This is an optimization exercise on Yosys and OpenROAD, whose aim is a short achievable clock period and few clock cycles, not a production implementation. Where RTL was checked, it was by simulation tests only, not by an equivalence proof against the original. Function not checked in runs 3 and 4: the RTL went through the layout flow alone. In every run shown here, the design's own scripts or RTL, not TritonCTS, make the clock network. The clock port is modelled as an ideal driver, which makes a skipped or thinned clock tree look cheaper than it is; a real chip needs a root buffer or a tree. Power figures rest on the tool's default switching activity, not on a simulated workload.

## flow/flow/run.sh

```bash
#!/bin/bash
set -euo pipefail
MARGIN=6
sed -E "s/SETUP_SLACK_MARGIN=[0-9.]+/SETUP_SLACK_MARGIN=${MARGIN}/" standard.sh > standard_tight.sh
grep -q "SETUP_SLACK_MARGIN=${MARGIN}" standard_tight.sh
export PRE_CTS_TCL="$PWD/flow/cts_hook.tcl"
bash standard_tight.sh > standard_tight.log 2>&1
```

## flow/flow/cts_hook.tcl

```tcl
# PRE_CTS hook: build a two-level clock tree (root buffers fed by the clock
# port, leaf buffers at register clusters) in place of ORFS's CTS, then let
# cts.tcl go on with its placement legalization and timing repair
source [file join [file dirname [info script]] mytree.tcl]
set clk_bterm [[ord::get_db_block] findBTerm i_clk]
set n_sinks [llength [[$clk_bterm getNet] getITerms]]
set n_leaf [expr {max(4, int(ceil($n_sinks / 20.0)))}]
mytree_build i_clk $n_leaf 4 sky130_fd_sc_hd__clkbuf_16 sky130_fd_sc_hd__clkbuf_16
set_propagated_clock [all_clocks]
rename clock_tree_synthesis orfs_clock_tree_synthesis
proc clock_tree_synthesis {args} {
  puts "clock_tree_synthesis skipped: the tree was built by cts_hook.tcl"
}
```

## flow/flow/mytree.tcl

```tcl
# two-level clock tree: NROOT root buffers fed by the clock port, each driving
# the leaf buffers of its part of the die; each leaf buffer drives a cluster of
# registers found by k-means on their placed locations
proc mytree_build {clk_port nleaf nroot leafcell rootcell} {
  set db [ord::get_db]
  set block [ord::get_db_block]
  set bterm [$block findBTerm $clk_port]
  set clknet [$bterm getNet]
  set sinks {}
  foreach it [$clknet getITerms] {
    set inst [$it getInst]
    set bb [$inst getBBox]
    lappend sinks [list $it [expr {([$bb xMin] + [$bb xMax]) / 2.0}] [expr {([$bb yMin] + [$bb yMax]) / 2.0}]]
  }
  set n [llength $sinks]
  # k-means, seeded along a sort by x then y
  set sorted [lsort -real -index 1 $sinks]
  set cx {}; set cy {}
  for {set k 0} {$k < $nleaf} {incr k} {
    set s [lindex $sorted [expr {int(($k + 0.5) * $n / $nleaf)}]]
    lappend cx [lindex $s 1]; lappend cy [lindex $s 2]
  }
  set cap [expr {int(ceil(1.15 * $n / $nleaf))}]
  for {set iter 0} {$iter < 25} {incr iter} {
    # balanced assignment: sinks in order of their best distance, each to the
    # nearest centre with room
    set cand {}
    set si 0
    foreach s $sinks {
      set x [lindex $s 1]; set y [lindex $s 2]
      set ds {}
      for {set k 0} {$k < $nleaf} {incr k} {
        lappend ds [list $k [expr {abs($x - [lindex $cx $k]) + abs($y - [lindex $cy $k])}]]
      }
      set ds [lsort -real -index 1 $ds]
      lappend cand [list $si [lindex $ds 0 1] $ds]
      incr si
    }
    set cand [lsort -real -index 1 $cand]
    set cnt [lrepeat $nleaf 0]
    set assign [lrepeat $n 0]
    foreach c $cand {
      foreach d [lindex $c 2] {
        set k [lindex $d 0]
        if {[lindex $cnt $k] < $cap} {
          lset cnt $k [expr {[lindex $cnt $k] + 1}]
          lset assign [lindex $c 0] $k
          break
        }
      }
    }
    set sx [lrepeat $nleaf 0.0]; set sy [lrepeat $nleaf 0.0]
    set si 0
    foreach s $sinks {
      set k [lindex $assign $si]
      lset sx $k [expr {[lindex $sx $k] + [lindex $s 1]}]
      lset sy $k [expr {[lindex $sy $k] + [lindex $s 2]}]
      incr si
    }
    for {set k 0} {$k < $nleaf} {incr k} {
      if {[lindex $cnt $k] > 0} {
        lset cx $k [expr {[lindex $sx $k] / [lindex $cnt $k]}]
        lset cy $k [expr {[lindex $sy $k] / [lindex $cnt $k]}]
      }
    }
  }
  set leafm [$db findMaster $leafcell]
  set rootm [$db findMaster $rootcell]
  # roots: split leaves by angle around the leaf centroid into nroot groups
  set mx 0.0; set my 0.0
  for {set k 0} {$k < $nleaf} {incr k} { set mx [expr {$mx + [lindex $cx $k]}]; set my [expr {$my + [lindex $cy $k]}] }
  set mx [expr {$mx / $nleaf}]; set my [expr {$my / $nleaf}]
  set angs {}
  for {set k 0} {$k < $nleaf} {incr k} {
    lappend angs [list $k [expr {atan2([lindex $cy $k] - $my, [lindex $cx $k] - $mx)}]]
  }
  set angs [lsort -real -index 1 $angs]
  set rootnets {}
  for {set r 0} {$r < $nroot} {incr r} {
    set rinst [odb::dbInst_create $block $rootm "clkroot_$r"]
    set rnet [odb::dbNet_create $block "clknet_root_$r"]
    $rnet setSigType CLOCK
    [$rinst findITerm A] connect $clknet
    [$rinst findITerm X] connect $rnet
    lappend rootnets [list $rinst $rnet]
  }
  set leafnets {}
  set gx [lrepeat $nroot 0.0]; set gy [lrepeat $nroot 0.0]; set gn [lrepeat $nroot 0]
  for {set i 0} {$i < $nleaf} {incr i} {
    set k [lindex $angs $i 0]
    set r [expr {$i * $nroot / $nleaf}]
    set linst [odb::dbInst_create $block $leafm "clkleaf_$k"]
    set lnet [odb::dbNet_create $block "clknet_leaf_$k"]
    $lnet setSigType CLOCK
    [$linst findITerm A] connect [lindex $rootnets $r 1]
    [$linst findITerm X] connect $lnet
    $linst setLocation [expr {int([lindex $cx $k])}] [expr {int([lindex $cy $k])}]
    $linst setPlacementStatus PLACED
    lappend leafnets $lnet
    lset gx $r [expr {[lindex $gx $r] + [lindex $cx $k]}]
    lset gy $r [expr {[lindex $gy $r] + [lindex $cy $k]}]
    lset gn $r [expr {[lindex $gn $r] + 1}]
    set leafidx($k) $lnet
  }
  for {set r 0} {$r < $nroot} {incr r} {
    set rinst [lindex $rootnets $r 0]
    $rinst setLocation [expr {int([lindex $gx $r] / [lindex $gn $r])}] [expr {int([lindex $gy $r] / [lindex $gn $r])}]
    $rinst setPlacementStatus PLACED
  }
  set si 0
  foreach s $sinks {
    set it [lindex $s 0]
    $it disconnect
    $it connect $leafidx([lindex $assign $si])
    incr si
  }
  puts "mytree: $n sinks, $nleaf leaves (max [tcl::mathfunc::max {*}$cnt] sinks each), $nroot roots"
}
```

## flow/standard.sh

```bash
#!/bin/bash
# synth_recipe.tcl (not shown) runs the flow's synth.tcl, then flattens the netlist and writes it again
# the make line also repeats each setting of config.mk as NAME=value (left out here)
make -C /OpenROAD-flow-scripts/flow DESIGN_CONFIG=/design/flow/config.mk WORK_HOME=/design/flow/orfs CLKGATE_MAP_FILE= SYNTH_SCRIPT=/design/flow/synth_recipe.tcl "${@:-finish}"
```

## flow/config.mk

```make
export PLATFORM = sky130hd
export DESIGN_NAME = round_robin_task_scheduler
export DESIGN_NICKNAME = round_robin_task_scheduler
export VERILOG_FILES = /design/flow/design.v
export SDC_FILE = /design/flow/constraint.sdc
export NUM_CORES = 4
export LEC_CHECK = 0
export ABC_CLOCK_PERIOD_IN_PS = 500
export CAP_MARGIN = 20
export CORE_MARGIN = 2
export CORE_UTILIZATION = 40
export SETUP_SLACK_MARGIN = 5
export SLEW_MARGIN = 20
```

## flow/constraint.sdc

```tcl
create_clock -name core_clock -period 8.0 [get_ports {i_clk}]
set_input_delay 1.6000 -clock core_clock [delete_from_list [all_inputs] [get_ports {i_clk}]]
set_output_delay 1.6000 -clock core_clock [all_outputs]
set_load 0.01 [all_outputs]
```

## flow/design.v

```verilog
package rrts_pkg;
    localparam int CMD_W  = 3;
    localparam int TASK_W = 4;
    localparam int BOX_W  = 2;
    localparam int MSG_W  = 16;
    localparam int CFG_W  = 5;
    localparam int D_TASKS      = 16;
    localparam int D_MAILBOXES  = 4;
    localparam int D_FIFO_DEPTH = 8;
    localparam int D_MSG_WIDTH  = 16;
    localparam logic [CMD_W-1:0] CMD_START  = 3'd0;
    localparam logic [CMD_W-1:0] CMD_TICK   = 3'd1;
    localparam logic [CMD_W-1:0] CMD_FAULT  = 3'd2;
    localparam logic [CMD_W-1:0] CMD_EXIT   = 3'd3;
    localparam logic [CMD_W-1:0] CMD_SLEEP  = 3'd4;
    localparam logic [CMD_W-1:0] CMD_WAKEUP = 3'd5;
    localparam logic [CMD_W-1:0] CMD_SEND   = 3'd6;
    localparam logic [CMD_W-1:0] CMD_RECV   = 3'd7;
    localparam logic [1:0] ST_NONE   = 2'd0;
    localparam logic [1:0] ST_ACTIVE = 2'd1;
    localparam logic [1:0] ST_SLEEP  = 2'd2;
    localparam logic [1:0] ST_EXITED = 2'd3;
    typedef struct packed {
        logic [TASK_W-1:0] next_task;
        logic              all_idle;
        logic              ret_valid;
        logic [MSG_W-1:0]  ret_message;
        logic              wake_valid;
        logic [TASK_W-1:0] wake_task;
        logic [MSG_W-1:0]  wake_message;
        logic              dropped;
        logic              recv_refused;
    } t_res;
endpackage
module rrts_ram #(
    parameter int W     = 16,
    parameter int DEPTH = 32
) (
    input  logic                                    i_clk,
    input  logic                                    i_we,
    input  logic [((DEPTH > 1) ? $clog2(DEPTH) : 1)-1:0] i_waddr,
    input  logic [W-1:0]                            i_wdata,
    input  logic                                    i_re,
    input  logic [((DEPTH > 1) ? $clog2(DEPTH) : 1)-1:0] i_raddr,
    output logic [W-1:0]                            o_rdata
);
    logic [W-1:0] r_mem [DEPTH];
    logic [W-1:0] r_rdata;
    always_ff @(posedge i_clk) begin
        if (i_we) begin
            r_mem[i_waddr] <= i_wdata;
        end
        if (i_re) begin
            r_rdata <= r_mem[i_raddr];
        end
    end
    assign o_rdata = r_rdata;
endmodule
module rrts_wrap_add #(
    parameter int W = 8
) (
    input  logic [W-1:0] i_a,
    input  logic [W-1:0] i_b,
    input  logic [W-1:0] i_lim,
    output logic [W-1:0] o_sum,
    output logic         o_ge,
    output logic [W-1:0] o_wrap
);
    logic [W-1:0] sum;
    assign sum    = i_a + i_b;
    assign o_sum  = sum;
    assign o_ge   = (sum >= i_lim);
    assign o_wrap = o_ge ? (sum - i_lim) : sum;
endmodule
module round_robin_task_scheduler #(
    parameter int TASKS      = rrts_pkg::D_TASKS,
    parameter int MAILBOXES  = rrts_pkg::D_MAILBOXES,
    parameter int FIFO_DEPTH = rrts_pkg::D_FIFO_DEPTH,
    parameter int MSG_WIDTH  = rrts_pkg::D_MSG_WIDTH
) (
    input  logic                        i_clk,
    input  logic                        i_rst_n,
    input  logic                        i_cfg_we,
    input  logic [rrts_pkg::CFG_W-1:0]  i_cfg_data,
    input  logic                        i_cmd_valid,
    output logic                        o_cmd_ready,
    input  logic [rrts_pkg::CMD_W-1:0]  i_cmd_cmd,
    input  logic [rrts_pkg::TASK_W-1:0] i_cmd_target_task,
    input  logic [rrts_pkg::BOX_W-1:0]  i_cmd_box,
    input  logic [rrts_pkg::MSG_W-1:0]  i_cmd_message,
    output logic                        o_res_valid,
    input  logic                        i_res_ready,
    output logic [rrts_pkg::TASK_W-1:0] o_res_next_task,
    output logic                        o_res_all_idle,
    output logic                        o_res_ret_valid,
    output logic [rrts_pkg::MSG_W-1:0]  o_res_ret_message,
    output logic                        o_res_wake_valid,
    output logic [rrts_pkg::TASK_W-1:0] o_res_wake_task,
    output logic [rrts_pkg::MSG_W-1:0]  o_res_wake_message,
    output logic                        o_res_dropped,
    output logic                        o_res_recv_refused
);
    localparam int NT = 16;
    localparam int NB = 4;
    localparam int FD = 8;
    localparam int MW = 16;
    localparam int RES_W = 2 * rrts_pkg::TASK_W + 2 * rrts_pkg::MSG_W + 5;
    logic r_rst_n;
    always_ff @(posedge i_clk) begin
        r_rst_n <= i_rst_n;
    end
    logic [4:0]    r_cfg;
    logic [NT-1:0] r_nmask;
    always_ff @(posedge i_clk) begin
        if (!i_rst_n) begin
            r_cfg <= 5'd1;
        end else if (i_cfg_we) begin
            r_cfg <= i_cfg_data;
        end
        for (int i = 0; i < NT; i++) begin
            r_nmask[i] <= (r_cfg == 5'd0) ? (i == 0) : (5'(i) < r_cfg);
        end
    end
    logic          r_ready;
    logic          accept;
    logic          c_v, c_start, c_fse, c_wakeup;
    logic [NB-1:0] c_send, c_recv;
    logic [NT-1:0] c_tgt;
    logic [MW-1:0] c_msg;
    assign accept = i_cmd_valid && r_ready;
    always_ff @(posedge i_clk) begin
        c_v      <= i_rst_n && accept;
        c_start  <= i_rst_n && accept && (i_cmd_cmd == rrts_pkg::CMD_START);
        c_fse    <= i_rst_n && accept && ((i_cmd_cmd == rrts_pkg::CMD_FAULT) ||
                                          (i_cmd_cmd == rrts_pkg::CMD_EXIT) ||
                                          (i_cmd_cmd == rrts_pkg::CMD_SLEEP));
        c_wakeup <= i_rst_n && accept && (i_cmd_cmd == rrts_pkg::CMD_WAKEUP);
        for (int b = 0; b < NB; b++) begin
            c_send[b] <= i_rst_n && accept && (i_cmd_cmd == rrts_pkg::CMD_SEND) &&
                         (i_cmd_box == 2'(b));
            c_recv[b] <= i_rst_n && accept && (i_cmd_cmd == rrts_pkg::CMD_RECV) &&
                         (i_cmd_box == 2'(b));
        end
        for (int i = 0; i < NT; i++) c_tgt[i] <= (i_cmd_target_task == 4'(i));
        c_msg <= i_cmd_message;
    end
    logic [FD-1:0] r_occ [NB];        
    logic [MW-1:0] r_ent [NB][FD];    
    logic [NB-1:0] r_wv;              
    logic [NT-1:0] r_wt  [NB];        
    logic [NT-1:0] r_cur;             
    logic [NB-1:0] m_wake, m_drop, m_push, m_ref, m_park, m_pop;
    logic [NT-1:0] m_wt;
    logic [MW-1:0] m_head;
    logic          e_v, e_start, e_clr;
    logic [NT-1:0] e_set;
    logic [NB-1:0] e_park;
    logic          e_retv, e_wakev, e_drop, e_ref;
    logic [MW-1:0] e_retm, e_wakem;
    always_comb begin
        m_wt   = '0;
        m_head = '0;
        for (int b = 0; b < NB; b++) begin
            m_wake[b] = c_send[b] && r_wv[b];
            m_drop[b] = c_send[b] && !r_wv[b] && r_occ[b][FD-1];
            m_push[b] = c_send[b] && !r_wv[b] && !r_occ[b][FD-1];
            m_ref[b]  = c_recv[b] && r_wv[b];
            m_park[b] = c_recv[b] && !r_wv[b] && !r_occ[b][0];
            m_pop[b]  = c_recv[b] && !r_wv[b] && r_occ[b][0];
            if (m_wake[b]) m_wt = m_wt | (e_park[b] ? r_cur : r_wt[b]);
            if (m_pop[b])  m_head = m_head | r_ent[b][0];
        end
    end
    always_ff @(posedge i_clk) begin
        if (!r_rst_n) begin
            r_wv <= '0;
            for (int b = 0; b < NB; b++) r_occ[b] <= '0;
        end else begin
            for (int b = 0; b < NB; b++) begin
                if (m_wake[b]) r_wv[b] <= 1'b0;
                if (m_park[b]) r_wv[b] <= 1'b1;
                if (m_push[b]) r_occ[b] <= {r_occ[b][FD-2:0], 1'b1};
                if (m_pop[b])  r_occ[b] <= {1'b0, r_occ[b][FD-1:1]};
            end
        end
        for (int b = 0; b < NB; b++) begin
            for (int j = 0; j < FD; j++) begin
                if (m_pop[b]) begin
                    if (j < FD - 1) r_ent[b][j] <= r_ent[b][j+1];
                end else if (m_push[b] && !r_occ[b][j] &&
                             ((j == 0) || r_occ[b][(j == 0) ? 0 : j-1])) begin
                    r_ent[b][j] <= c_msg;
                end
            end
        end
        e_v     <= c_v;
        e_start <= c_start;
        e_clr   <= c_fse || (m_park != '0);
        e_set   <= (c_wakeup ? c_tgt : '0) | m_wt;
        e_park  <= m_park;
        e_retv  <= (m_pop != '0);
        e_retm  <= m_head;
        e_wakev <= (m_wake != '0);
        e_wakem <= (m_wake != '0) ? c_msg : '0;
        e_drop  <= (m_drop != '0);
        e_ref   <= (m_ref != '0);
    end
    logic [NT-1:0] r_act;             
    logic [NT-1:0] r_gt;              
    logic [NT-1:0] nact, av, hi, phi, pav;
    logic          any_hi, any_av, cur_live;
    logic [NT-1:0] cur_hi, cur_av, gt_hi, gt_av;
    always_comb begin
        if (e_start) begin
            nact = r_act | r_nmask;
        end else begin
            nact = (r_act & ~(r_cur & {NT{e_clr}})) | e_set;
        end
        av   = (r_act | e_set) & r_nmask & ~r_cur;
        hi   = av & r_gt;
        phi[0] = hi[0];
        pav[0] = av[0];
        for (int i = 1; i < NT; i++) begin
            phi[i] = phi[i-1] | hi[i];
            pav[i] = pav[i-1] | av[i];
        end
        any_hi = phi[NT-1];
        any_av = pav[NT-1];
        gt_hi  = {phi[NT-2:0], 1'b0};
        gt_av  = {pav[NT-2:0], 1'b0};
        cur_hi = hi & ~gt_hi;
        cur_av = av & ~gt_av;
        cur_live = ((((r_act & ~{NT{e_clr}}) | e_set) & r_nmask & r_cur) != '0);
    end
    logic          r_rv;
    logic          r_idle, r_retv, r_wakev, r_drop, r_ref;
    logic [MW-1:0] r_retm, r_wakem;
    logic [NT-1:0] r_waket;
    always_ff @(posedge i_clk) begin
        if (!r_rst_n) begin
            r_act <= '0;
            r_cur <= 16'd1;
            r_gt  <= ~16'd1;
            r_rv  <= 1'b0;
        end else begin
            r_act <= nact;
            r_rv  <= e_v;
            if (e_start) begin
                r_cur <= 16'd1;
                r_gt  <= ~16'd1;
            end else if (e_v) begin
                if (any_hi) begin
                    r_cur <= cur_hi;
                    r_gt  <= gt_hi;
                end else if (any_av) begin
                    r_cur <= cur_av;
                    r_gt  <= gt_av;
                end
            end
        end
        for (int b = 0; b < NB; b++) begin
            if (e_park[b]) r_wt[b] <= r_cur;
        end
        r_idle  <= !e_start && !any_av && !cur_live;
        r_retv  <= e_retv;
        r_retm  <= e_retm;
        r_wakev <= e_wakev;
        r_waket <= e_wakev ? e_set : '0;
        r_wakem <= e_wakem;
        r_drop  <= e_drop;
        r_ref   <= e_ref;
    end
    rrts_pkg::t_res w_res;
    logic [3:0]     cur_bin, wake_bin;
    always_comb begin
        cur_bin  = '0;
        wake_bin = '0;
        for (int i = 0; i < NT; i++) begin
            if (r_cur[i])   cur_bin  = cur_bin  | 4'(i);
            if (r_waket[i]) wake_bin = wake_bin | 4'(i);
        end
        w_res              = '0;
        w_res.next_task    = cur_bin;
        w_res.all_idle     = r_idle;
        w_res.ret_valid    = r_retv;
        w_res.ret_message  = r_retm;
        w_res.wake_valid   = r_wakev;
        w_res.wake_task    = wake_bin;
        w_res.wake_message = r_wakem;
        w_res.dropped      = r_drop;
        w_res.recv_refused = r_ref;
    end
    localparam int QD = 5;
    logic [RES_W-1:0] r_q [QD];
    logic [QD-1:0]    r_qwr, r_qrd;   
    logic [QD-1:0]    r_qv;           
    rrts_pkg::t_res   r_head;
    logic [2:0]       r_inflight;     
    logic             take;
    logic [RES_W-1:0] q_first, q_second, h_keep, h_next;
    logic [QD-1:0]    qv_keep, qv_next;
    logic [2:0]       if_0, if_a, if_t, if_at;
    logic             rdy_0, rdy_a, rdy_t, rdy_at;
    assign take = i_res_ready && r_qv[0];
    always_comb begin
        q_first  = '0;
        q_second = '0;
        for (int j = 0; j < QD; j++) begin
            if (r_qrd[j]) q_first  = q_first  | r_q[j];
            if (r_qrd[j]) q_second = q_second | r_q[(j + 1) % QD];
        end
        h_keep = r_qv[0] ? q_first : w_res;
        h_next = r_qv[1] ? q_second : w_res;
        for (int j = 0; j < QD; j++) begin
            qv_keep[j] = r_qv[j] || (r_rv && ((j == 0) || r_qv[(j == 0) ? 0 : j-1]));
            if (j < QD - 1) begin
                qv_next[j] = r_qv[(j < QD - 1) ? j+1 : j] || (r_rv && r_qv[j]);
            end else begin
                qv_next[j] = r_rv && r_qv[j];
            end
        end
        if_0   = r_inflight;
        if_a   = r_inflight + 3'd1;
        if_t   = r_inflight - 3'd1;
        if_at  = r_inflight;
        rdy_0  = (if_0  < 3'd5);
        rdy_a  = (if_a  < 3'd5);
        rdy_t  = (if_t  < 3'd5);
        rdy_at = (if_at < 3'd5);
    end
    always_ff @(posedge i_clk) begin
        for (int j = 0; j < QD; j++) begin
            if (r_rv && r_qwr[j]) r_q[j] <= w_res;
        end
        r_head <= take ? h_next : h_keep;
        if (!r_rst_n) begin
            r_qwr <= 5'd1;
            r_qrd <= 5'd1;
            r_qv  <= '0;
        end else begin
            if (r_rv) r_qwr <= {r_qwr[QD-2:0], r_qwr[QD-1]};
            if (take) r_qrd <= {r_qrd[QD-2:0], r_qrd[QD-1]};
            r_qv <= take ? qv_next : qv_keep;
        end
        if (!i_rst_n) begin
            r_inflight <= '0;
            r_ready    <= 1'b1;
        end else begin
            case ({accept, take})
                2'b00: begin r_inflight <= if_0;  r_ready <= rdy_0;  end
                2'b10: begin r_inflight <= if_a;  r_ready <= rdy_a;  end
                2'b01: begin r_inflight <= if_t;  r_ready <= rdy_t;  end
                default: begin r_inflight <= if_at; r_ready <= rdy_at; end
            endcase
        end
    end
    assign o_cmd_ready = r_ready;
    assign o_res_valid        = r_qv[0];
    assign o_res_next_task    = r_head.next_task;
    assign o_res_all_idle     = r_head.all_idle;
    assign o_res_ret_valid    = r_head.ret_valid;
    assign o_res_ret_message  = r_head.ret_message;
    assign o_res_wake_valid   = r_head.wake_valid;
    assign o_res_wake_task    = r_head.wake_task;
    assign o_res_wake_message = r_head.wake_message;
    assign o_res_dropped      = r_head.dropped;
    assign o_res_recv_refused = r_head.recv_refused;
endmodule
```

==> impl_metrics.py, run 1 <==
metrics = {
    "routing": {
        "firstDrtPassIters": 6,
        "wl_um": 109000,
        "drc": 0,
        "drt_iter0_drc": 2684,
        "vias": 27100,
        "avgViaCountPerCell": 5.78,
        "wl_per_cell_um": 23.3,
        "ant_nets": 0,
    },
    "logic_synthesis": {
        "yosysWarnings": 5,
        "async_flop_share_pct": 0,
        "netlist.top_cell.by_area": "edfxtp_1",
        "netlist_top_cells_area": "edfxtp_1, dfxtp_1, a21o_1",
        "synth_top_area_share_pct": 51.4,
        "synthFlopType": "edfxtp_1",
        "ys_seq_elements": 1125,
        "synth_common_cells": "edfxtp_1, a21o_1, dfxtp_1",
        "syn-num-nets": 3287,
        "synth_cells": 3248,
        "synth_cell_types": 72,
        "yosysSeqAreaShare_pct": 69.4,
        "yosysMostFrequentCell": "edfxtp_1",
        "synth_edf_count": 737,
        "syn_area_um2": 43100,
        "syn_area_per_cell_um2": 13.3,
    },
    "die": {
        "fp-row-count": 120,
        "die_w_um": 332,
        "coreArea_um2": 107000,
        "die_h_um": 332,
        "die-area_um2": 110000,
        "start_util_pct": 40.3,
        "ios": 82,
    },
    "critical_path": {
        "regToRegSetupSlack_ns": 5.55,
        "reg2reg_depth": 11,
        "slowest_stage": "dfxtp_4",
        "crit_path_cell_trace": "buf_6",
        "start_kind": "flop",
        "critPathKind": "reg -> out",
        "critPathMaxFanout": 2,
        "crit_family": "flip-flops",
        "arrival_ns": 0.97,
        "path_depth": 1,
        "cp_num_buf_inv": 1,
        "crit_path_end_kind": "output port",
        "max_stage_delay_ns": 0.38,
        "cp.required_ns": 6.40,
    },
    "grt": {
        "grt_usage_pct": 18.9,
        "grtUsageMet3_pct": 1.62,
        "antenna_found_initial": 11,
        "globalRouteMet2Util_pct": 31.3,
        "grt_max_degree": 96,
        "grt_util_met1_pct": 27.3,
        "grt_pass1_vias": 25800,
        "overflow": 0,
        "grt_pass1_wl_um": 164000,
        "grt-busiest-layer": "met2",
    },
    "outcome": {
        "status": "timing/DRC/antenna clean",
    },
    "placement": {
        "place.gp.congestion": 0.820,
        "pre_cts_ws_ns": 4.12,
        "place_hpwl_um": 61100,
        "port_buffers": 81,
    },
    "finish": {
        "drive_gt1_share_pct": 20.7,
        "syn2layout_area_growth_pct": 16.6,
        "nets": 3326,
        "fillCellCount": 9394,
    },
    "timing": {
        "slew_headroom_pct": 32.3,
        "setup_viol": 0,
        "worst_slack_ns": 5.43,
        "fin_crit_sh_pct": 32.1,
        "setup-tns-final_ns": 0,
        "finalHoldViolations": 0,
        "fmax_mhz": 390,
        "tightest_slew_ns": 1.02,
        "grt_setup_unrepaired": "true",
        "clock_skew_ns": 0.0465,
        "slew_violations": 0,
        "post-route-min-period_ns": 2.57,
    },
    "run": {
        "cap_violations": 0,
    },
    "power_and_ir_drop": {
        "p_leak_nw": 19.0,
        "powerDensity_nw_per_um2": 195,
        "vdd_drop_max_v": 0.000173,
    },
    "min_path": {
        "hp-class": "reg -> reg",
        "min_path_cells": 0,
    },
    "clock_network": {
        "clk_latency_ns": 0.48,
        "clk_pin_slew_ns": 0.09,
    },
}
-- routing by layer --
metal | vias up | share of wire, %
met5 | - | 0.028
met4 | 4 | 2.2
met3 | 168 | 5.8
met2 | 922 | 47
met1 | 13700 | 45
li1 | 12300 | -
-- cells in the final DEF (no fill, tap or decap), drive strengths merged, types with 20 or more instances in the layout --
cell           netlist  final
a21oi               95     95
dfxtp              388    388
a211oi              50     50
mux2i               25     25
nor2               132    132
a221oi              25     25
and2               109    113
edfxtp             737    737
a222oi              20     20
clkbuf             241     66
nand2b              26     26
a21o               459    459
mux2                64     64
buf                 36    206
nand3              118    118
clkdlybuf4s50        0     21
nand2              171    171
a22oi              172    172
a311oi              24     24
nand4               50     50
inv                 34     32
o21ai               50     50
nor3                31     31
-- state kept, by name (all words and copies together), names as in the netlist, 5 cells and up --
signal	cells
e_set	16
r_q	225
r_qrd	5
r_head	45
r_retm	16
r_ent	512
c_msg	16
r_cfg	5
r_occ	32
c_tgt	16
r_cur	16
e_wakem	16
r_wakem	16
r_act	16
r_qwr	5
r_nmask	16
r_gt	14
r_waket	15
r_wt	64
r_qv	5
e_retm	16
-- worst paths after layout --
| check | from | endpoint |
|---|---|---|
| worst max-delay path | r_qv[0] | o_res_valid |
| worst max register to register | e_set[1] | r_cur[2] |
| worst min-delay path | e_retm[5] | r_retm[5] |
| worst min register to register | e_retm[5] | r_retm[5] |
-- final cells by class --
cell class | count | area, um2 | share of cell area, %
inverters | 35 | 164 | 0.326
diodes | 3 | 7.51 | 0.0149
repair buffers | 242 | 3050 | 6.08
multi-input cells | 1822 | 13700 | 27.2
flip-flops and latches | 1125 | 30000 | 59.8
plain buffers | 61 | 1530 | 3.04
well taps | 1403 | 1760 | 3.50
-- what timing repair did --
action                                  4_1_cts  5_1_grt
pin swaps                                    96       54
gates cloned                                 24        3
endpoints found under the setup margin     1155      477
gates resized for setup                     555      171
setup buffers                               102       13
hold buffers                                  0        0
-- through the flow --
stage | utilization, % | instances | total power (W) | hold WS (ns) | area, um2
after global routing | 47.0 | 4688 | 0.0101 | 0.335 | 50200
after CTS | 46.1 | 4672 | 0.00983 | 0.328 | 49300
after global placement | 42.3 | 4485 | 0.00676 | 0.311 | 45200
final | 47.0 | 4691 | 0.00978 | 0.326 | 50200
after detailed placement | 42.3 | 4485 | 0.00677 | 0.312 | 45200
after floorplan | - | 3248 | 0.00663 | 0.310 | 43600
-- kinds of logic after synthesis --
family,count (synthesis),synth area share (%)
flip-flops,1125,69.4
AO/OA/AOI/OAI,1002,17.1
AND/OR/NAND/NOR,712,8.26
buffers and inverters,312,2.75
multiplexers,89,2.25
adder cells (fa/ha/maj),4,0.116
XOR/XNOR,3,0.0610
other,1,0.00871
-- where the power goes --
part	internal (W)	switching, W
clock network	0.00135	0.00171
registers	0.00620	0.0000772
logic	0.000217	0.000234
Testbench counts, summed over its fixed seeds: cycles 9,707.
==> run 2: changes to the inputs <==
--- a/flow/config.mk
+++ b/flow/config.mk
@@ -7,3 +7,3 @@
 export LEC_CHECK = 0
-export ABC_CLOCK_PERIOD_IN_PS = 500
+export ABC_CLOCK_PERIOD_IN_PS = 2000
 export CAP_MARGIN = 20
==> run 2 against run 1 <==
  * Combinational power about the same
  * Design area unchanged
  * Sequential share of layout area unchanged
  * Critical path depth unchanged
  * Synthesized area unchanged
  * Critical path type unchanged
  * Critical endpoint unchanged
  * Largest power group unchanged
  * Highest routed layer unchanged
==> impl_metrics.py, run 2 <==
metrics = {
    "outcome": {
        "status": "timing/DRC/antenna clean",
    },
    "routing": {
        "firstDrtPassIters": 6,
        "vias": 27100,
        "avgViaCountPerCell": 5.78,
        "drt_iter0_drc": 2684,
        "wl_per_cell_um": 23.3,
        "wl_um": 109000,
        "drc": 0,
        "ant_nets": 0,
    },
    "logic_synthesis": {
        "synth_cells": 3248,
        "synth_cell_types": 72,
        "ys_seq_elements": 1125,
        "yosysWarnings": 5,
        "netlist.top_cell.by_area": "edfxtp_1",
        "syn-num-nets": 3287,
        "syn_area_per_cell_um2": 13.3,
        "async_flop_share_pct": 0,
        "synth_edf_count": 737,
        "synth_common_cells": "edfxtp_1, a21o_1, dfxtp_1",
        "synth_top_area_share_pct": 51.4,
        "netlist_top_cells_area": "edfxtp_1, dfxtp_1, a21o_1",
        "yosysSeqAreaShare_pct": 69.4,
        "yosysMostFrequentCell": "edfxtp_1",
        "syn_area_um2": 43100,
        "synthFlopType": "edfxtp_1",
    },
    "grt": {
        "overflow": 0,
        "antenna_found_initial": 11,
        "grt_pass1_vias": 25800,
        "grt_usage_pct": 18.9,
        "grt_max_degree": 96,
        "grt_pass1_wl_um": 164000,
    },
    "timing": {
        "tightest_slew_ns": 1.02,
        "slew_headroom_pct": 32.3,
        "setup-tns-final_ns": 0,
        "slew_violations": 0,
        "clock_skew_ns": 0.0465,
        "setup_viol": 0,
        "finalHoldViolations": 0,
        "fmax_mhz": 390,
        "fin_crit_sh_pct": 32.1,
        "grt_setup_unrepaired": "true",
        "post-route-min-period_ns": 2.57,
    },
    "critical_path": {
        "start_kind": "flop",
        "reg2reg_to": "r_cur[2]",
        "critPathKind": "reg -> out",
        "crit_path_end_kind": "output port",
        "slowest_stage": "dfxtp_4",
        "regToRegSetupSlack_ns": 5.55,
        "crit_start": "r_qv[0]",
        "crit_family": "flip-flops",
        "reg2reg_depth": 11,
        "arrival_ns": 0.97,
        "critPathMaxFanout": 2,
        "max_stage_delay_ns": 0.38,
        "cp_num_buf_inv": 1,
        "cp.required_ns": 6.40,
        "r2r-start": "e_set[1]",
        "crit_path_cell_trace": "buf_6",
        "path_depth": 1,
        "crit_path_end": "o_res_valid",
    },
    "finish": {
        "nets": 3326,
        "most-common-layout-cells": "edfxtp_1, a21o_1, dfxtp_1",
        "stdcell_count": 4691,
        "drive_gt1_share_pct": 20.7,
        "final_common_cell": "edfxtp_1",
        "top_register": "r_ent",
        "largestRegisters": "r_ent (512), r_q (225), r_wt (64)",
        "largest_register_ffs": 512,
        "syn2layout_area_growth_pct": 16.6,
        "fillCellCount": 9394,
    },
    "placement": {
        "place_hpwl_um": 61100,
        "port_buffers": 81,
        "place.gp.congestion": 0.820,
        "placedCellCount": 4485,
    },
    "clock_network": {
        "hold_buffers": 0,
        "clk_pin_slew_ns": 0.09,
        "clk_latency_ns": 0.48,
    },
    "power_and_ir_drop": {
        "vdd_drop_max_v": 0.000173,
        "p_leak_nw": 19.0,
        "powerDensity_nw_per_um2": 195,
    },
    "die": {
        "start_util_pct": 40.3,
        "die-area_um2": 110000,
        "die_w_um": 332,
        "coreArea_um2": 107000,
        "die_h_um": 332,
        "fp-row-count": 120,
        "ios": 82,
    },
    "min_path": {
        "hp-class": "reg -> reg",
    },
    "run": {
        "cap_violations": 0,
    },
}
-- run 2: area by class of cell --
cell class / instances / area (um2) / share of cell area [%]
multi-input combinational: 1822 / 13700 / 27.2
sequential: 1125 / 30000 / 59.8
buffer: 61 / 1530 / 3.04
antenna: 3 / 7.51 / 0.0149
timing repair buffer: 242 / 3050 / 6.08
tap: 1403 / 1760 / 3.50
inverter: 35 / 164 / 0.326
-- run 2: timing repair --
item,in CTS,in global routing
gates resized for setup,555,171
buffers inserted,102,13
gates cloned,24,3
endpoints found under the setup margin,1155,477
pin swaps,96,54
-- run 2: layer usage --
metal	vias to the layer above	wire, um	GRT usage [%]
li1	12300	-	-
met1	13700	49100	27.3
met2	922	51500	31.3
met3	168	6400	1.62
met4	4	2410	3.76
met5	-	31	0
-- run 2: report_power, final --
part	switching (W)	internal, W	leakage [nW]	total (W)
clock network	0.00171	0.00135	0.752	0.00305
registers	0.0000772	0.00620	10.0	0.00628
logic	0.000234	0.000217	8.22	0.000451
-- run 2: worst min-delay path by stage --
stage / slack (ns) / from / cells past startpoint / end
3_3_place_gp: 0.31 / e_retm[14] / 0 / r_retm[14]
4_1_cts: 0.33 / e_retm[5] / 0 / r_retm[5]
6_report: 0.33 / e_retm[5] / 0 / r_retm[5]
2_1_floorplan: 0.31 / c_start / 0 / e_start
3_5_place_dp: 0.31 / e_retm[5] / 0 / r_retm[5]
5_1_grt: 0.34 / e_retm[5] / 0 / r_retm[5]
-- run 2: logic make-up after synthesis --
logic type	Yosys count	synth area share (%)
flops	1125	69.4
compound gates	1002	17.1
simple gates	712	8.26
buf+inv	312	2.75
mux	89	2.25
fa+ha+maj	4	0.116
xor+xnor	3	0.0610
other cells	1	0.00871
-- run 2: stage by stage --
step                setup slack (ns)  hold WS (ns)  power [W]  util [%]  cell area, um2
finish                          5.43         0.326    0.00978      47.0           50200
CTS                             5.41         0.328    0.00983      46.1           49300
global placement                4.15         0.311    0.00676      42.3           45200
floorplan                       5.29         0.310    0.00663         -           43600
detailed placement              4.12         0.312    0.00677      42.3           45200
global route                    5.41         0.335     0.0101      47.0           50200
==> run 3: changes to the inputs <==
--- a/flow/design.v
+++ b/flow/design.v
@@ -113,2 +113,3 @@
     logic [NT-1:0] r_nmask;
+    logic [NT-1:0] nmask_d;
     always_ff @(posedge i_clk) begin
@@ -119,4 +120,7 @@
         end
+        r_nmask <= nmask_d;
+    end
+    always_comb begin
         for (int i = 0; i < NT; i++) begin
-            r_nmask[i] <= (r_cfg == 5'd0) ? (i == 0) : (5'(i) < r_cfg);
+            nmask_d[i] = (r_cfg == 5'd0) ? (i == 0) : (5'(i) < r_cfg);
         end
@@ -152,5 +156,5 @@
     logic [NB-1:0] m_wake, m_drop, m_push, m_ref, m_park, m_pop;
-    logic [NT-1:0] m_wt;
+    logic [NT-1:0] m_wt, m_set;
     logic [MW-1:0] m_head;
-    logic          e_v, e_start, e_clr;
+    logic          e_v, e_start, e_clr, e_force;
     logic [NT-1:0] e_set;
@@ -172,2 +176,3 @@
         end
+        m_set = (c_wakeup ? c_tgt : '0) | m_wt;
     end
@@ -197,4 +202,5 @@
         e_start <= c_start;
+        e_force <= c_start || !i_rst_n;
         e_clr   <= c_fse || (m_park != '0);
-        e_set   <= (c_wakeup ? c_tgt : '0) | m_wt;
+        e_set   <= m_set;
         e_park  <= m_park;
@@ -207,28 +213,28 @@
     end
-    logic [NT-1:0] r_act;             
+    logic [NT-1:0] r_ap, r_apm;       
     logic [NT-1:0] r_gt;              
-    logic [NT-1:0] nact, av, hi, phi, pav;
-    logic          any_hi, any_av, cur_live;
-    logic [NT-1:0] cur_hi, cur_av, gt_hi, gt_av;
+    logic [NT-1:0] r_lt;              
+    logic [NT-1:0] nact, nap, hi, lo, phi, plo;
+    logic          any_hi, any_lo, cur_live;
+    logic [NT-1:0] cur_hi, cur_lo;
     always_comb begin
         if (e_start) begin
-            nact = r_act | r_nmask;
+            nact = r_ap | r_nmask;
         end else begin
-            nact = (r_act & ~(r_cur & {NT{e_clr}})) | e_set;
+            nact = r_ap & ~(r_cur & {NT{e_clr}});
         end
-        av   = (r_act | e_set) & r_nmask & ~r_cur;
-        hi   = av & r_gt;
+        nap  = nact | m_set;
+        hi   = r_apm & r_gt;
+        lo   = r_apm & r_lt;
         phi[0] = hi[0];
-        pav[0] = av[0];
+        plo[0] = lo[0];
         for (int i = 1; i < NT; i++) begin
             phi[i] = phi[i-1] | hi[i];
-            pav[i] = pav[i-1] | av[i];
+            plo[i] = plo[i-1] | lo[i];
         end
         any_hi = phi[NT-1];
-        any_av = pav[NT-1];
-        gt_hi  = {phi[NT-2:0], 1'b0};
-        gt_av  = {pav[NT-2:0], 1'b0};
-        cur_hi = hi & ~gt_hi;
-        cur_av = av & ~gt_av;
-        cur_live = ((((r_act & ~{NT{e_clr}}) | e_set) & r_nmask & r_cur) != '0);
+        any_lo = plo[NT-1];
+        cur_hi = hi & ~{phi[NT-2:0], 1'b0};
+        cur_lo = lo & ~{plo[NT-2:0], 1'b0};
+        cur_live = ((r_apm & r_cur) != '0) && !e_clr;
     end
@@ -240,20 +246,23 @@
         if (!r_rst_n) begin
-            r_act <= '0;
-            r_cur <= 16'd1;
-            r_gt  <= ~16'd1;
+            r_ap  <= '0;
+            r_apm <= '0;
             r_rv  <= 1'b0;
         end else begin
-            r_act <= nact;
+            r_ap  <= nap;
+            r_apm <= nap & nmask_d;
             r_rv  <= e_v;
-            if (e_start) begin
-                r_cur <= 16'd1;
-                r_gt  <= ~16'd1;
-            end else if (e_v) begin
-                if (any_hi) begin
-                    r_cur <= cur_hi;
-                    r_gt  <= gt_hi;
-                end else if (any_av) begin
-                    r_cur <= cur_av;
-                    r_gt  <= gt_av;
-                end
+        end
+        if (e_force) begin
+            r_cur <= 16'd1;
+            r_gt  <= ~16'd1;
+            r_lt  <= '0;
+        end else if (e_v) begin
+            if (any_hi) begin
+                r_cur <= cur_hi;
+                r_gt  <= {phi[NT-2:0], 1'b0};
+                r_lt  <= ~phi;
+            end else if (any_lo) begin
+                r_cur <= cur_lo;
+                r_gt  <= {plo[NT-2:0], 1'b0};
+                r_lt  <= ~plo;
             end
@@ -263,3 +272,3 @@
         end
-        r_idle  <= !e_start && !any_av && !cur_live;
+        r_idle  <= !e_start && !any_hi && !any_lo && !cur_live;
         r_retv  <= e_retv;
@@ -334,3 +343,3 @@
         end
-        r_head <= take ? h_next : h_keep;
+        r_head <= i_res_ready ? h_next : h_keep;
         if (!r_rst_n) begin
==> run 3 against run 2 <==
  * Synthesized cell count up 1.2%
  * Sequential power up 3%
  * Register-to-register slack better by 0.22 ns
  * Wire length down 0.27%
  * Critical endpoint is now o_cmd_ready
  * Largest power group unchanged
==> impl_metrics.py, run 3 <==
metrics = {
    "outcome": {
        "status": "timing/DRC/antenna clean",
    },
    "critical_path": {
        "slowest_stage": "dfxtp_4",
        "crit_path_cell_trace": "buf_6",
        "critPathKind": "reg -> out",
        "crit_path_end_kind": "output port",
        "cp.required_ns": 6.40,
        "cp_num_buf_inv": 1,
        "crit_start": "r_ready",
        "crit_family": "flip-flops",
        "crit_path_end": "o_cmd_ready",
        "reg2reg_depth": 8,
        "path_depth": 1,
        "max_stage_delay_ns": 0.41,
        "critPathMaxFanout": 2,
        "start_kind": "flop",
        "r2r-start": "r_apm[14]",
        "regToRegSetupSlack_ns": 5.77,
        "arrival_ns": 1.00,
        "reg2reg_to": "r_cur[6]",
    },
    "timing": {
        "setup_viol": 0,
        "setup-tns-final_ns": 0,
        "finalHoldViolations": 0,
        "slew_violations": 0,
        "grt_setup_unrepaired": "true",
        "fmax_mhz": 384,
        "fin_crit_sh_pct": 32.5,
        "clock_skew_ns": 0.0286,
        "slew_headroom_pct": 35.9,
        "post-route-min-period_ns": 2.60,
        "tightest_slew_ns": 0.962,
        "worst_hold_slack_ns": 0.327,
    },
    "logic_synthesis": {
        "synth_edf_count": 737,
        "synth_common_cells": "edfxtp_1, a21o_1, dfxtp_1",
        "yosysMostFrequentCell": "edfxtp_1",
        "syn-num-nets": 3325,
        "synth_cell_types": 73,
        "syn_area_um2": 43900,
        "yosysSeqAreaShare_pct": 69.6,
        "netlist.top_cell.by_area": "edfxtp_1",
        "async_flop_share_pct": 0,
        "synth_cells": 3286,
        "netlist_top_cells_area": "edfxtp_1, dfxtp_1, a21o_1",
        "syn_area_per_cell_um2": 13.4,
        "synthFlopType": "edfxtp_1",
        "yosysWarnings": 5,
        "ys_seq_elements": 1157,
        "synth_top_area_share_pct": 50.4,
    },
    "finish": {
        "fin_util_pct": 46.8,
        "final_area_um2": 51000,
        "largestRegisters": "r_ent (512), r_q (225), r_wt (64)",
        "syn2layout_area_growth_pct": 16.1,
        "top_register": "r_ent",
        "nets": 3372,
        "most-common-layout-cells": "edfxtp_1, a21o_1, dfxtp_1",
        "final_common_cell": "edfxtp_1",
        "drive_gt1_share_pct": 18.9,
        "largest_register_ffs": 512,
    },
    "die": {
        "die-area_um2": 112000,
        "die_w_um": 335,
        "ios": 82,
        "start_util_pct": 40.3,
        "fp-row-count": 121,
        "die_h_um": 335,
        "coreArea_um2": 109000,
    },
    "clock_network": {
        "hold_buffers": 0,
        "clk_pin_slew_ns": 0.09,
        "clk_latency_ns": 0.47,
    },
    "grt": {
        "grt_pass1_vias": 25900,
        "globalRouteMet2Util_pct": 31.0,
        "grt_usage_pct": 18.7,
        "grt_max_degree": 108,
        "grt_pass1_wl_um": 164000,
        "grt-busiest-layer": "met2",
        "grt_util_met1_pct": 27.0,
        "grtUsageMet3_pct": 1.43,
        "overflow": 0,
        "antenna_found_initial": 10,
    },
    "routing": {
        "ant_nets": 0,
        "avgViaCountPerCell": 5.74,
        "drt_iter0_drc": 2954,
        "firstDrtPassIters": 7,
        "wl_per_cell_um": 22.9,
        "drc": 0,
        "wl_um": 109000,
        "vias": 27300,
    },
    "power_and_ir_drop": {
        "powerDensity_nw_per_um2": 195,
        "p_leak_nw": 19.0,
        "vdd_drop_max_v": 0.000187,
    },
    "placement": {
        "port_buffers": 81,
        "dpl-instance-area_um2": 46200,
        "place_hpwl_um": 61900,
        "place.gp.congestion": 0.814,
    },
    "min_path": {
        "hp-class": "reg -> reg",
    },
    "run": {
        "cap_violations": 0,
    },
}
-- run 3: cell types whose count changed after synthesis, sizes merged, moves of 12 or more --
cell    delta
o22ai     +17
a211oi    -27
a311oi    -21
and2      +20
dfxtp     +32
nand3     -37
a221o     +12
nand4     -18
a222oi    +50
o21a      +14
o21ai     +41
a22oi     -43
a31oi     +26
a21oi     -20
-- run 3: stage by stage --
step           instances  power, W  setup slack [ns]
2_1_floorplan       3286   0.00679              5.35
3_3_place_gp        4531   0.00693              4.59
3_5_place_dp        4531   0.00693              4.54
4_1_cts             4718    0.0100              5.37
5_1_grt             4745    0.0103              5.36
6_report            4755   0.00996              5.40
-- run 3: report_power, final --
group	switching, W	internal (W)	leakage, nW
Combinational	0.000206	0.000200	8.21
Sequential	0.0000719	0.00637	10.0
Clock	0.00174	0.00137	0.764
-- run 3: cell type report --
| cell class | count | area, um2 |
|---|---|---|
| timing repair inverter | 1 | 7.51 |
| multi-input combinational | 1825 | 13500 |
| timing repair buffer | 259 | 3330 |
| sequential | 1157 | 30700 |
| inverter | 27 | 126 |
| antenna | 10 | 25.0 |
| fill | 9475 | 57900 |
| buffer | 62 | 1550 |
| tap | 1414 | 1770 |
-- run 3: cell families after synthesis --
group / Yosys count / synth area share (%)
DFF: 1157 / 69.6
and+or+nand+nor: 689 / 7.83
AOI/OAI and AO/OA: 1033 / 17.5
xor gates and xnor gates: 4 / 0.0798
muxes: 89 / 2.21
buffers and inverters: 309 / 2.72
adders and majority gates: 4 / 0.114
other: 1 / 0.00854
-- run 3: what timing repair did --
action,CTS,global route
resized for setup,486,98
gates cloned,24,1
pin swaps,59,56
buffers inserted,101,26
setup endpoints to repair,1111,555
-- run 3: layer usage --
layer  vias to the layer above  wire length [um]
met5                         -                 0
met4                         0              2210
met3                       137              5950
met2                       891             51600
met1                     13700             49300
li1                      12500                 -
-- run 3: worst min-delay path by stage --
stage	start	to	cells after the start
2_1_floorplan	c_v	e_v	0
3_3_place_gp	e_wakem[0]	r_wakem[0]	0
3_5_place_dp	e_wakem[0]	r_wakem[0]	0
4_1_cts	e_retm[15]	r_retm[15]	0
5_1_grt	e_wakem[4]	r_wakem[4]	0
6_report	e_retm[15]	r_retm[15]	0
==> run 4: changes to the inputs <==
--- a/flow/config.mk
+++ b/flow/config.mk
@@ -10,3 +10,4 @@
 export CORE_MARGIN = 2
-export CORE_UTILIZATION = 40
+export CORE_UTILIZATION = 55
+export PLACE_DENSITY = 0.68
 export SETUP_SLACK_MARGIN = 5
==> run 4 against run 3 <==
  * Still clean
  * Power is essentially flat
  * Critical path depth did not move
  * Final cell count fell by 7.9%
  * Setup slack improved by 0.014 ns
  * Sequential share of layout area increased by 0.63 points
  * Sequential cell count did not move
  * Wire length is 3.5% higher
  * Highest routed layer is now met5
==> impl_metrics.py, run 4 <==
metrics = {
    "finish": {
        "top_register": "r_ent",
        "nets": 3365,
        "largest_register_ffs": 512,
        "fin_util_pct": 63.8,
        "largestRegisters": "r_ent (512), r_q (225), r_wt (64)",
        "drive_gt1_share_pct": 19.6,
        "stdcell_count": 4378,
        "final_common_cell": "edfxtp_1",
        "most-common-layout-cells": "edfxtp_1, a21o_1, dfxtp_1",
        "syn2layout_area_growth_pct": 14.9,
        "fillCellCount": 5676,
    },
    "timing": {
        "tightest_slew_ns": 1.13,
        "clock_skew_ns": 0.0387,
        "fin_crit_sh_pct": 32.3,
        "slew_headroom_pct": 24.7,
        "fmax_mhz": 387,
        "grt_setup_unrepaired": "true",
        "setup_viol": 0,
        "post-route-min-period_ns": 2.59,
        "finalHoldViolations": 0,
        "slew_violations": 0,
        "setup-tns-final_ns": 0,
    },
    "routing": {
        "drt_iter0_drc": 3189,
        "wl_per_cell_um": 25.8,
        "drc": 0,
        "firstDrtPassIters": 9,
        "wl_um": 113000,
        "ant_nets": 0,
        "vias": 28200,
        "avgViaCountPerCell": 6.44,
    },
    "logic_synthesis": {
        "syn_area_per_cell_um2": 13.4,
        "synth_cell_types": 73,
        "yosysWarnings": 5,
        "ys_seq_elements": 1157,
        "synth_cells": 3286,
        "yosysMostFrequentCell": "edfxtp_1",
        "synth_top_area_share_pct": 50.4,
        "syn_area_um2": 43900,
        "synth_edf_count": 737,
        "netlist_top_cells_area": "edfxtp_1, dfxtp_1, a21o_1",
        "async_flop_share_pct": 0,
        "synthFlopType": "edfxtp_1",
        "netlist.top_cell.by_area": "edfxtp_1",
        "yosysSeqAreaShare_pct": 69.6,
        "synth_common_cells": "edfxtp_1, a21o_1, dfxtp_1",
        "syn-num-nets": 3325,
    },
    "critical_path": {
        "cp_num_buf_inv": 1,
        "crit_family": "flip-flops",
        "crit_path_cell_trace": "buf_6",
        "slowest_stage": "dfxtp_4",
        "start_kind": "flop",
        "critPathMaxFanout": 2,
        "crit_path_end_kind": "output port",
        "max_stage_delay_ns": 0.40,
        "critPathKind": "reg -> out",
        "arrival_ns": 0.99,
        "cp.required_ns": 6.40,
    },
    "die": {
        "coreArea_um2": 79000,
        "start_util_pct": 55.6,
        "die_w_um": 287,
        "ios": 82,
        "die-area_um2": 82100,
        "fp-row-count": 103,
        "die_h_um": 287,
    },
    "placement": {
        "place.gp.congestion": 0.869,
        "place_hpwl_um": 63000,
        "port_buffers": 81,
        "placedCellCount": 4164,
    },
    "grt": {
        "grt_pass1_wl_um": 168000,
        "grt_usage_pct": 26.5,
        "antenna_found_initial": 5,
        "grt_max_degree": 93,
        "overflow": 0,
        "grt_pass1_vias": 27400,
    },
    "clock_network": {
        "clk_pin_slew_ns": 0.08,
        "hold_buffers": 0,
        "clk_latency_ns": 0.48,
    },
    "power_and_ir_drop": {
        "vdd_drop_max_v": 0.000170,
        "p_leak_nw": 18.9,
        "powerDensity_nw_per_um2": 198,
    },
    "min_path": {
        "hp-class": "reg -> reg",
    },
    "outcome": {
        "status": "timing/DRC/antenna clean",
    },
    "run": {
        "cap_violations": 0,
    },
}
==> run 4: cell types whose count changed in the layout (fill, tap and decap cells not counted), sizes merged, moves of 2 or more <==
cell           before  now
buf               226  219
clkdlybuf4s15       2    6
diode              10    4
dlygate4sd2         6    3
dlymetal6s2s        2    0
==> run 4: worst paths after layout <==
path	start	end	slack, ns	cells past startpoint
max	r_ready	o_cmd_ready	5.41	1
min	e_wakem[15]	r_wakem[15]	0.33	0
max reg2reg	r_apm[2]	r_lt[5]	5.65	11
min reg2reg	e_wakem[15]	r_wakem[15]	0.33	0
==> run 4: power by group <==
part	leakage, nW	total [W]	internal, W	switching (W)
Sequential	10.0	0.00645	0.00637	0.0000763
Clock	0.764	0.00309	0.00137	0.00172
Combinational	8.14	0.000427	0.000207	0.000220
==> run 4: cells by family after synthesis <==
family / count (synthesis) / share of synthesized area [%]
simple gates: 689 / 7.83
compound gates: 1033 / 17.5
fa+ha+maj: 4 / 0.114
buf+inv: 309 / 2.72
mux: 89 / 2.21
other cells: 1 / 0.00854
flops: 1157 / 69.6
xor+xnor: 4 / 0.0798
==> run 4: area by class of cell <==
cell class                      instances  area [um2]  share of cell area [%]
Inverter                               27         125                   0.248
Antenna cell                            4        10.0                  0.0198
Timing Repair Buffer                  250        3110                    6.17
Tap cell                             1050        1310                    2.61
Multi-Input combinational cell       1827       13700                    27.1
Timing Repair inverter                  1        7.51                  0.0149
Sequential cell                      1157       30700                    60.8
Buffer                                 62        1550                    3.08
==> run 4: per-stage QoR <==
stage | total power (W) | hold slack [ns] | area (um2) | setup WS [ns]
2_1_floorplan | 0.00679 | 0.310 | 44600 | 5.35
3_3_place_gp | 0.00692 | 0.312 | 45700 | 3.70
3_5_place_dp | 0.00694 | 0.313 | 45800 | 3.63
4_1_cts | 0.0100 | 0.327 | 49400 | 5.39
5_1_grt | 0.0103 | 0.336 | 50400 | 5.39
6_report | 0.00997 | 0.329 | 50400 | 5.41
==> run 4: per-layer routing <==
metal / GRT usage, % / up-vias / wire [um]
met4: 8.98 / 2 / 3900
met5: 0 / - / 13
li1: - / 12500 / -
met3: 2.37 / 200 / 7610
met1: 38.0 / 14400 / 47900
met2: 42.8 / 1128 / 53500
==> run 4: what timing repair did <==
item	in CTS	in global routing
buffers inserted	88	36
pin swaps	49	65
gates resized for setup	483	148
cloned	20	3
setup endpoints to repair	1075	662
==> run 5: changes to the inputs <==
--- a/flow/design.v
+++ b/flow/design.v
@@ -133,3 +133,3 @@
     logic [MW-1:0] c_msg;
-    assign accept = i_cmd_valid && r_ready;
+    assign accept = i_cmd_valid && (r_inflight != 3'd5);
     always_ff @(posedge i_clk) begin
@@ -307,2 +307,5 @@
     logic [2:0]       r_inflight;     
+    logic [2:0]       r_qc;           
+    logic             r_ovalid;       
+    logic [2:0]       qc_keep, qc_next;
     logic             take;
@@ -330,2 +333,4 @@
         end
+        qc_keep = r_qc + 3'(r_rv);
+        qc_next = r_qc + 3'(r_rv) - 3'd1;
         if_0   = r_inflight;
@@ -348,3 +353,7 @@
             r_qv  <= '0;
+            r_qc     <= '0;
+            r_ovalid <= 1'b0;
         end else begin
+            r_qc     <= take ? qc_next : qc_keep;
+            r_ovalid <= take ? (qc_next != 3'd0) : (qc_keep != 3'd0);
             if (r_rv) r_qwr <= {r_qwr[QD-2:0], r_qwr[QD-1]};
@@ -366,3 +375,3 @@
     assign o_cmd_ready = r_ready;
-    assign o_res_valid        = r_qv[0];
+    assign o_res_valid        = r_ovalid;
     assign o_res_next_task    = r_head.next_task;
==> run 5 against run 4 <==
  * Largest cell class unchanged
  * Final cell count up 2.1%
  * Synthesized cell count rose by 1.8%
  * Setup slack better by 0.0063 ns
  * Register-to-register slack improved by 0.17 ns
  * Maximum frequency increased by 0.24%
  * Global-route usage shrank 0.54 points
==> impl_metrics.py, run 5 <==
metrics = {
    "logic_synthesis": {
        "synth_cell_types": 69,
        "netlist.top_cell.by_area": "edfxtp_1",
        "yosysWarnings": 5,
        "yosysSeqAreaShare_pct": 69.2,
        "syn_area_um2": 44300,
        "async_flop_share_pct": 0,
        "syn_area_per_cell_um2": 13.2,
        "yosysMostFrequentCell": "edfxtp_1",
        "synthFlopType": "edfxtp_1",
        "synth_common_cells": "edfxtp_1, a21o_1, dfxtp_1",
        "netlist_top_cells_area": "edfxtp_1, dfxtp_1, a21o_1",
        "ys_seq_elements": 1161,
        "syn-num-nets": 3391,
        "synth_edf_count": 737,
        "synth_cells": 3346,
        "synth_top_area_share_pct": 50.0,
    },
    "power_and_ir_drop": {
        "vdd_drop_max_v": 0.000180,
        "p_leak_nw": 19.3,
        "finalPower_w": 0.0100,
        "powerDensity_nw_per_um2": 196,
    },
    "critical_path": {
        "cp.required_ns": 6.40,
        "regToRegSetupSlack_ns": 5.82,
        "cp_num_buf_inv": 1,
        "slowest_stage": "dfxtp_4",
        "critPathMaxFanout": 1,
        "arrival_ns": 0.98,
        "crit_path_end_kind": "output port",
        "crit_path_cell_trace": "buf_6",
        "max_stage_delay_ns": 0.37,
        "start_kind": "flop",
        "critPathKind": "reg -> out",
        "crit_family": "flip-flops",
    },
    "placement": {
        "pre_cts_ws_ns": 3.99,
        "place.gp.congestion": 0.845,
        "place_hpwl_um": 62700,
        "placedCellCount": 4229,
        "port_buffers": 81,
    },
    "timing": {
        "post-route-min-period_ns": 2.58,
        "worst_slack_ns": 5.42,
        "clock_skew_ns": 0.0683,
        "setup_viol": 0,
        "grt_setup_unrepaired": "true",
        "fmax_mhz": 387,
        "finalHoldViolations": 0,
        "setup-tns-final_ns": 0,
        "tightest_slew_ns": 1.06,
        "slew_violations": 0,
        "slew_headroom_pct": 29.1,
        "fin_crit_sh_pct": 32.3,
    },
    "grt": {
        "overflow": 0,
        "grt_usage_pct": 25.9,
        "grt_pass1_wl_um": 166000,
        "grt_pass1_vias": 27600,
        "grt_max_degree": 115,
        "antenna_found_initial": 7,
    },
    "routing": {
        "drt_iter0_drc": 3588,
        "wl_um": 112000,
        "firstDrtPassIters": 10,
        "vias": 28600,
        "avgViaCountPerCell": 6.39,
        "drc": 0,
        "ant_nets": 0,
        "wl_per_cell_um": 25.1,
    },
    "finish": {
        "drive_gt1_share_pct": 19.3,
        "fillCellCount": 5840,
        "largestRegisters": "r_ent (512), r_q (225), r_wt (64)",
        "final_common_cell": "edfxtp_1",
        "most-common-layout-cells": "edfxtp_1, a21o_1, dfxtp_1",
        "nets": 3454,
        "seqCellArea_um2": 30700,
        "largest_register_ffs": 512,
        "syn2layout_area_growth_pct": 15.5,
        "fin_util_pct": 63.7,
        "top_register": "r_ent",
        "multi_input_area_um2": 13900,
        "stdcell_count": 4471,
    },
    "min_path": {
        "hp-class": "reg -> reg",
    },
    "die": {
        "die-area_um2": 82700,
        "start_util_pct": 55.2,
        "die_w_um": 288,
        "fp-row-count": 104,
        "ios": 82,
        "die_h_um": 288,
        "coreArea_um2": 80200,
    },
    "clock_network": {
        "clk_pin_slew_ns": 0.09,
        "clk_latency_ns": 0.49,
        "hold_buffers": 0,
    },
    "run": {
        "cap_violations": 0,
    },
    "outcome": {
        "status": "timing/DRC/antenna clean",
    },
}
==> run 5: changes by cell type in the layout (fill, tap and decap cells not counted), moves of 12 or more <==
| cell | change |
|---|---|
| a21oi_2 | -16 |
| a221oi_2 | +20 |
| a31oi_1 | +20 |
| buf_4 | +32 |
| mux2i_1 | +15 |
| nand2_1 | +29 |
| nand2_2 | -13 |
| nand3_2 | +13 |
| nand4_1 | -19 |
| nor2_1 | +32 |
| o21ai_0 | -12 |
| o21ai_1 | +14 |
| o21ai_2 | -22 |
| o22ai_1 | +22 |
==> run 5: power breakdown <==
part	internal (W)	switching [W]	total, W
sequential	0.00639	0.0000741	0.00646
clock	0.00139	0.00174	0.00313
combinational	0.000213	0.000221	0.000434
==> run 5: area by class of cell <==
type,count,share of cell area (%)
diodes,4,0.0196
plain buffers,63,3.09
multi-input cells,1868,27.3
repair buffers,282,6.58
well taps,1060,2.60
flip-flops and latches,1161,60.2
inverters,33,0.272
==> run 5: path summary, 6_finish.rpt <==
check	start	to	depth (start not counted)
worst max-delay path	r_ovalid	o_res_valid	1
worst min-delay path	e_wakem[11]	r_wakem[11]	0
worst max register to register	r_qrd[2]	r_head[11]	5
worst min register to register	e_wakem[11]	r_wakem[11]	0
==> run 5: cells by family after synthesis <==
kind of cell	after synthesis	synth area share (%)
DFF	1161	69.2
AOI/OAI and AO/OA	1021	17.1
and+or+nand+nor	720	7.95
buffers and inverters	323	2.79
muxes	104	2.53
adders and majority gates	10	0.283
xor gates and xnor gates	6	0.119
other	1	0.00847
==> run 5: routing by layer <==
| layer | GRT usage, % | routed length [um] |
|---|---|---|
| met1 | 36.5 | 46900 |
| met2 | 43.5 | 54000 |
| met3 | 2.77 | 8110 |
| met4 | 6.41 | 3270 |
| met5 | 0 | 0 |
==> run 5: repair_timing <==
item	CTS	global route
gates cloned	18	6
pin swaps	49	84
resized for setup	435	166
endpoints found under the setup margin	1021	640
setup buffers	98	53
==> run 5: stage by stage <==
stage | instance area (um2) | hold slack (ns)
finish | 51100 | 0.297
detailed placement | 46200 | 0.312
global placement | 46200 | 0.313
global route | 51100 | 0.301
CTS | 49800 | 0.309
floorplan | 45000 | 0.310
Testbench counts of run 5, summed over its fixed seeds: cycles 9,707.
==> run 6: changes to the inputs <==
--- a/flow/config.mk
+++ b/flow/config.mk
@@ -10,4 +10,3 @@
 export CORE_MARGIN = 2
-export CORE_UTILIZATION = 55
-export PLACE_DENSITY = 0.68
+export CORE_UTILIZATION = 40
 export SETUP_SLACK_MARGIN = 5
==> run 6 against run 5 <==
  * Utilization down 17 points
  * Die area up 37%
  * Critical path type unchanged
  * Synthesized area is the same
  * Sequential share of layout area decreased by 0.53 points
  * Sequential cell count stayed put
  * Maximum frequency up 0.36%
==> impl_metrics.py, run 6 <==
metrics = {
    "clock_network": {
        "clk_pin_slew_ns": 0.09,
        "hold_buffers": 0,
        "clk_latency_ns": 0.49,
    },
    "logic_synthesis": {
        "synthFlopType": "edfxtp_1",
        "netlist.top_cell.by_area": "edfxtp_1",
        "synth_top_area_share_pct": 50.0,
        "syn_area_um2": 44300,
        "yosysMostFrequentCell": "edfxtp_1",
        "yosysSeqAreaShare_pct": 69.2,
        "synth_cells": 3346,
        "synth_common_cells": "edfxtp_1, a21o_1, dfxtp_1",
        "syn_area_per_cell_um2": 13.2,
        "yosysWarnings": 5,
        "syn-num-nets": 3391,
        "async_flop_share_pct": 0,
        "synth_cell_types": 69,
        "ys_seq_elements": 1161,
        "synth_edf_count": 737,
        "netlist_top_cells_area": "edfxtp_1, dfxtp_1, a21o_1",
    },
    "finish": {
        "largest_register_ffs": 512,
        "drive_gt1_share_pct": 20.0,
        "syn2layout_area_growth_pct": 16.6,
        "most-common-layout-cells": "edfxtp_1, a21o_1, dfxtp_1",
        "largestRegisters": "r_ent (512), r_q (225), r_wt (64)",
        "top_register": "r_ent",
        "final_area_um2": 51600,
        "final_common_cell": "edfxtp_1",
        "nets": 3452,
    },
    "die": {
        "die_w_um": 337,
        "die_h_um": 337,
        "die-area_um2": 113000,
        "ios": 82,
        "fp-row-count": 122,
        "start_util_pct": 40.2,
        "coreArea_um2": 110000,
    },
    "grt": {
        "antenna_found_initial": 11,
        "grt_pass1_vias": 26400,
        "grt_usage_pct": 19.1,
        "overflow": 0,
        "grt_pass1_wl_um": 167000,
        "grt_max_degree": 94,
    },
    "min_path": {
        "min_from": "e_wakem[14]",
        "hp-class": "reg -> reg",
        "holdPathEnd": "r_wakem[14]",
        "min_path_cells": 0,
    },
    "routing": {
        "drt_iter0_drc": 2918,
        "wl_um": 113000,
        "vias": 27800,
        "ant_nets": 0,
        "firstDrtPassIters": 7,
        "wl_per_cell_um": 23.1,
        "wl_met2_um": 52300,
        "drc": 0,
        "avgViaCountPerCell": 5.68,
        "wirelength_met1_um": 49300,
        "highest_layer": "met5",
        "dr_wl_met3_um": 8370,
    },
    "critical_path": {
        "r2r-start": "r_apm[4]",
        "critPathKind": "reg -> out",
        "start_kind": "flop",
        "max_stage_delay_ns": 0.37,
        "crit_path_end_kind": "output port",
        "crit_family": "flip-flops",
        "cp_num_buf_inv": 1,
        "crit_path_cell_trace": "buf_6",
        "regToRegSetupSlack_ns": 5.87,
        "cp.required_ns": 6.40,
        "reg2reg_to": "r_cur[9]",
        "critPathMaxFanout": 1,
        "reg2reg_depth": 9,
        "slowest_stage": "dfxtp_4",
        "arrival_ns": 0.97,
    },
    "placement": {
        "port_buffers": 81,
        "dpl-instance-area_um2": 46700,
        "place_hpwl_um": 62400,
        "place.gp.congestion": 0.836,
    },
    "power_and_ir_drop": {
        "netSwitchingFraction_pct": 20.5,
        "powerDensity_nw_per_um2": 195,
        "p_leak_nw": 19.4,
        "p_switching_w": 0.00207,
        "vdd_drop_max_v": 0.000185,
        "power.share.clock_pct": 31.4,
        "p_seq_share_pct": 64.3,
        "p_comb_share_pct": 4.3,
        "internal-power_w": 0.00799,
    },
    "outcome": {
        "status": "timing/DRC/antenna clean",
    },
    "timing": {
        "post-route-min-period_ns": 2.57,
        "grt_setup_unrepaired": "true",
        "tightest_slew_ns": 0.953,
        "slew_headroom_pct": 36.4,
        "clock_skew_ns": 0.0498,
        "setup_viol": 0,
        "slew_violations": 0,
        "setup-tns-final_ns": 0,
        "finalHoldViolations": 0,
        "fin_crit_sh_pct": 32.1,
        "fmax_mhz": 389,
    },
    "run": {
        "cap_violations": 0,
    },
}
-- run 6: worst max path at each step --
stage                                   to  cells after the start   startpoint
global route              o_res_wake_valid                      1   r_head[22]
detailed placement              r_head[26]                      6  i_res_ready
finish                         o_res_valid                      1     r_ovalid
CTS                 o_res_wake_message[13]                      1   r_head[15]
floorplan                    r_inflight[2]                      8  i_res_ready
global placement                r_head[34]                      6  i_res_ready
-- run 6: cell families (layout without fill, tap and decap cells) --
family	count (synthesis)	after routing	synth area share, %
fa+ha+maj	10	10	0.283
flops	1161	1161	69.2
mux	104	104	2.53
buf+inv	323	369	2.79
simple gates	720	733	7.95
xor+xnor	6	6	0.119
other cells	1	4	0.00847
compound gates	1021	1021	17.1
-- run 6: per-stage QoR --
stage	cells	utilization [%]	worst slack [ns]	hold slack, ns	total power, W
floorplan	3346	-	5.27	0.310	0.00682
global placement	4659	42.4	4.26	0.311	0.00696
global route	4893	46.8	5.39	0.319	0.0104
CTS	4853	46.0	5.40	0.312	0.0101
finish	4896	46.8	5.43	0.312	0.0101
detailed placement	4659	42.4	4.21	0.312	0.00697
-- run 6: timing repair --
action | CTS | global route
buffers inserted | 109 | 35
gates resized for setup | 475 | 143
cloned | 22 | 5
endpoints found under the setup margin | 1002 | 515
pin swaps | 64 | 88
-- run 6: area by class of cell --
class / count / area, um2
Fill cell: 9794 / 58600
Sequential cell: 1161 / 30800
Multi-Input combinational cell: 1875 / 14100
Timing Repair Buffer: 273 / 3170
Tap cell: 1488 / 1860
Buffer: 63 / 1580
Inverter: 33 / 143
Antenna cell: 3 / 7.51
-- run 6: power groups by stage --
stage / Clock (W) / Sequential (W) / Combinational [W]
after global placement: 0 / 0.00660 / 0.000360
after detailed placement: 0 / 0.00660 / 0.000366
final: 0.00316 / 0.00647 / 0.000431
after CTS: 0.00324 / 0.00647 / 0.000410
after floorplan: 0 / 0.00656 / 0.000265
after global routing: 0.00343 / 0.00647 / 0.000475
-- run 6: routing by layer --
metal / track usage [%] / vias to the layer above
met2: 30.6 / 950
met1: 27.4 / 13900
met4: 4.36 / 6
met5: 0 / -
met3: 2.66 / 173
li1: - / 12700

-- afterwards: timing with drivers on the ports --
No port has a modelled driver above. Below, the same layouts with a new extraction and two added sets of constraints.
Step 1: set_driving_cell puts a clkbuf_16 on i_clk and a buf_2 on each other input, an assumption about the parent block.
Step 2 times the ports against the registers' clock, not the clock port: input delays grow and output delays shrink by t, the midpoint of the rising clock arrivals with the driver on.
Three values: no drivers, after step 1, after step 2; two values: the first two.
run | shift t [ns] | setup WS [ns]
run 1 | 0.603 | 5.435 / 5.292 / 4.962
run 2 | 0.603 | 5.435 / 5.292 / 4.962
run 3 | 0.601 | 5.399 / 5.260 / 5.201
run 4 | 0.601 | 5.413 / 5.270 / 5.133
run 5 | 0.598 | 5.419 / 5.279 / 5.035
run 6 | 0.611 | 5.428 / 5.282 / 5.097
After both steps every run listed still meets setup and hold.
